Source: an optimization exercise on an open RTL-to-GDS flow (aim: small area). Production flows keep margins and buffers that such runs may drop. Where RTL was checked, it was by simulation tests only, not by an equivalence proof against the original. Power figures rest on the tool's default switching activity, not on a simulated workload.

## ker_mem_loader
module ker_mem_loader #(
  parameter int KER_NUM        = 3,
  parameter int KER_WIDTH      = 75,
  parameter int KER_ADDR_BITS  = 11,
  parameter int DRAM_DATA_BITS = 512,
  parameter int DRAM_ADDR_BITS = 29
) (
  input  logic                                i_clk,
  input  logic                                i_rst,
  input  logic                                i_start,
  input  logic [$clog2(KER_NUM)-1:0]          i_ker_sel,
  input  logic [KER_ADDR_BITS:0]              i_ker_height,
  input  logic [DRAM_ADDR_BITS-1:0]           i_dram_base,
  output logic                                o_busy,
  output logic                                o_done,
  output logic                                o_err,
  output logic                                o_dram_rd_req,
  output logic [DRAM_ADDR_BITS-1:0]           o_dram_rd_addr,
  output logic [KER_ADDR_BITS:0]              o_dram_rd_len,
  input  logic                                i_dram_rd_gnt,
  input  logic [DRAM_DATA_BITS-1:0]           i_dram_rd_data,
  input  logic                                i_dram_rd_valid,
  output logic                                o_dram_rd_ready,
  output logic [KER_NUM-1:0]                  o_ker_wr_en,
  ...
Size in the first run: roughly 1800 cells after synthesis, roughly 560 flip-flops, ~770 I/O pins.
clock: 6.0 ns
lec_check: 0
abc_area: 1
cap_margin: 20
core_margin: 2
core_utilization: 40
slew_margin: 20
standard.sh (not shown) runs the stock make flow with config.mk's settings and CLKGATE_MAP_FILE= SYNTH_SCRIPT=/design/flow/synth_recipe.tcl, a recipe that flattens the netlist after the stock synthesis.
==> flow/flow/run.sh <==
#!/bin/bash
# Layout: the standard flow, with plain buf_1 cells as the port buffers.
set -euo pipefail
export BUFFER_PORTS_ARGS="-buffer_cell sky130_fd_sc_hd__buf_1"
bash standard.sh > standard_flow.log 2>&1
The starting point finished but fails on negative setup slack.
==> next run, changes <==
- CTS_BUF_LIST: default -> sky130_fd_sc_hd__clkbuf_4
The changed run completed, yet does not pass: negative setup slack.
Setup slack is better by 0.30 ns.
Clock-buffer cell count came out higher by 147.
Combinational power is about the same.
Worst hold slack got worse by 0.12 ns.
Register-to-register slack is better by 0.04 ns.
Total power is about the same.
Clock power grows by about 1%.
Utilization grows by 0.33 points.
No run of this note included a check of the RTL's function; only the layout flow was run.

* * *

ker_mem_loader, a different RTL version from the one above (not shown whole).
For scale: ~1800 cells after synthesis, roughly 560 flip-flops, roughly 770 I/O pins, about 18000 µm² of cells after synthesis.
==> flow/config.mk <==
export PLATFORM = sky130hd
export DESIGN_NAME = ker_mem_loader
export DESIGN_NICKNAME = ker_mem_loader
export VERILOG_FILES = /design/flow/design.v
export SDC_FILE = /design/flow/constraint.sdc
export NUM_CORES = 4
export LEC_CHECK = 0
export ABC_AREA = 1
export CAP_MARGIN = 20
export CORE_MARGIN = 2
export CORE_UTILIZATION = 40
export SLEW_MARGIN = 20
==> flow/constraint.sdc <==
create_clock -name core_clock -period 6.0 [get_ports {i_clk}]
set_input_delay 1.2000 -clock core_clock [delete_from_list [all_inputs] [get_ports {i_clk}]]
set_output_delay 1.2000 -clock core_clock [all_outputs]
set_load 0.01 [all_outputs]
Scripts as last shown in full above: flow/flow/run.sh
Change:
--- a/flow/config.mk
+++ b/flow/config.mk
@@ -11,0 +12,2 @@
+export CTS_CLUSTER_DIAMETER = 100
+export CTS_CLUSTER_SIZE = 30
- The changed run finished clean
- total power is lower by 12%
- wire length is lower by 1.4%
- via count is lower by 2.1%
- setup slack improved by 0.0079 ns
- final area is lower by 5.2%
- area after synthesis stays the same
- worst hold slack stays flat
- clock-buffer cell count is lower by 53
- global-route usage is lower by 0.58 points

* * *

ker_mem_loader, a different RTL version from the one above (not shown whole).
For scale: roughly 1800 cells after synthesis, roughly 560 flip-flops, about 770 I/O pins, roughly 0.018 sq mm of cells after synthesis.
export LEC_CHECK = 0
export ABC_AREA = 1
export CAP_MARGIN = 20
export CORE_MARGIN = 2
export CORE_UTILIZATION = 40
export CTS_CLUSTER_DIAMETER = 80
export CTS_CLUSTER_SIZE = 20
export SLEW_MARGIN = 20
create_clock -name core_clock -period 6.0 [get_ports {i_clk}]
Scripts as last shown in full above: flow/flow/run.sh
Rerun with:
==> flow/flow/run.sh (replaced) <==
#!/bin/bash
# Layout: the standard flow (standard.sh), with two changes:
#  - synthesis maps the logic with an area-oriented ABC script (flow/area.abc) through
#    flow/my_synth.tcl, which otherwise runs synth_recipe.tcl unchanged;
#  - the port buffers are plain buf_1 cells.
# The whole ORFS output goes to standard_flow.log; ORFS's per-step logs are under orfs/logs.
set -euo pipefail
here=$(pwd)
export BUFFER_PORTS_ARGS="-buffer_cell sky130_fd_sc_hd__buf_1"
export MY_ABC_SCRIPT="$here/flow/area.abc"
export FLOW_SYNTH_TCL="$here/synth_recipe.tcl"
sed -E "s#SYNTH_SCRIPT=[^ ]*synth_recipe\.tcl#SYNTH_SCRIPT=$here/flow/my_synth.tcl#" standard.sh > my_standard.sh
grep -q "SYNTH_SCRIPT=$here/flow/my_synth.tcl" my_standard.sh
bash my_standard.sh > standard_flow.log 2>&1
==> flow/flow/area.abc (new file) <==
strash
&get -n
&dch
&nf -a
&put
==> flow/flow/my_synth.tcl (new file) <==
# The standard synthesis (synth_recipe.tcl, unchanged), with only ABC's combinational
# mapping script replaced by $::env(MY_ABC_SCRIPT). Registers are mapped before ABC runs,
# so they are the standard synthesis's, with the same names and cell types.
proc abc {args} {
  set i [lsearch -exact $args -script]
  if {$i >= 0} {
    lset args [expr {$i + 1}] $::env(MY_ABC_SCRIPT)
  }
  puts "abc (area script) $args"
  yosys abc {*}$args
}
source $::env(FLOW_SYNTH_TCL)
Settings changed: CORE_AREA set to 5 5 265 265, CORE_MARGIN 2 to not set, CORE_UTILIZATION 40 to not set, CTS_CLUSTER_DIAMETER 80 to 100, CTS_CLUSTER_SIZE 20 to 30, DIE_AREA set to 0 0 270 270.
Effect: The changed run finished with negative setup slack left. Die area grows by well over a third. Total power shrinks by a few percent. Wire length shrinks by a little under a tenth.
No run of this note included a check of the RTL's function; only the layout flow was run.

==> port drivers added, routing unchanged <==
No port has a modelled driver above. Below, the same layouts with a new extraction and two added sets of constraints. Step 1 assumes that a clkbuf_16 drives the clock port and a buf_2 every other input. Step 2 adds t to the input delays and takes it off the output delays; t is the mean of the earliest and latest rising clock arrival at the registers after step 1. Input paths then give back, and output paths get back, about the clock's delay inside the block. Three values: no drivers, after step 1, after step 2; two values: the first two.
| run | t (ns) | setup slack, ns | latest minus earliest clock arrival (ns) | pins driven straight from the clock port |
|---|---|---|---|---|
| the first run of note 1 | 0.653 | -0.657 / -0.630 / -1.283 | 0.020 / 0.020 | 1 |
| the second run of note 1 | 1.008 | -0.353 / -0.330 / -1.338 | 0.068 / 0.069 | 1 |
| the first run of note 2 | 0.649 | 0.293 / 0.321 / -0.327 | 0.026 / 0.027 | 1 |
| the second run of note 2 | 0.625 | 0.300 / 0.330 / -0.295 | 0.018 / 0.018 | 1 |
| the first run of note 3 | 0.604 | 0.296 / 0.319 / -0.285 | 0.026 / 0.026 | 1 |
| the second run of note 3 | 0.629 | -0.414 / -0.398 / -1.027 | 0.048 / 0.048 | 1 |
With both steps, setup timing fails in the first run of note 2, the second run of note 2 and the first run of note 3, where it was met with ideal ports. The setup slack of the second run of note 1, which loses most, moves by +0.023 ns with the drivers and by -0.985 ns with both steps.
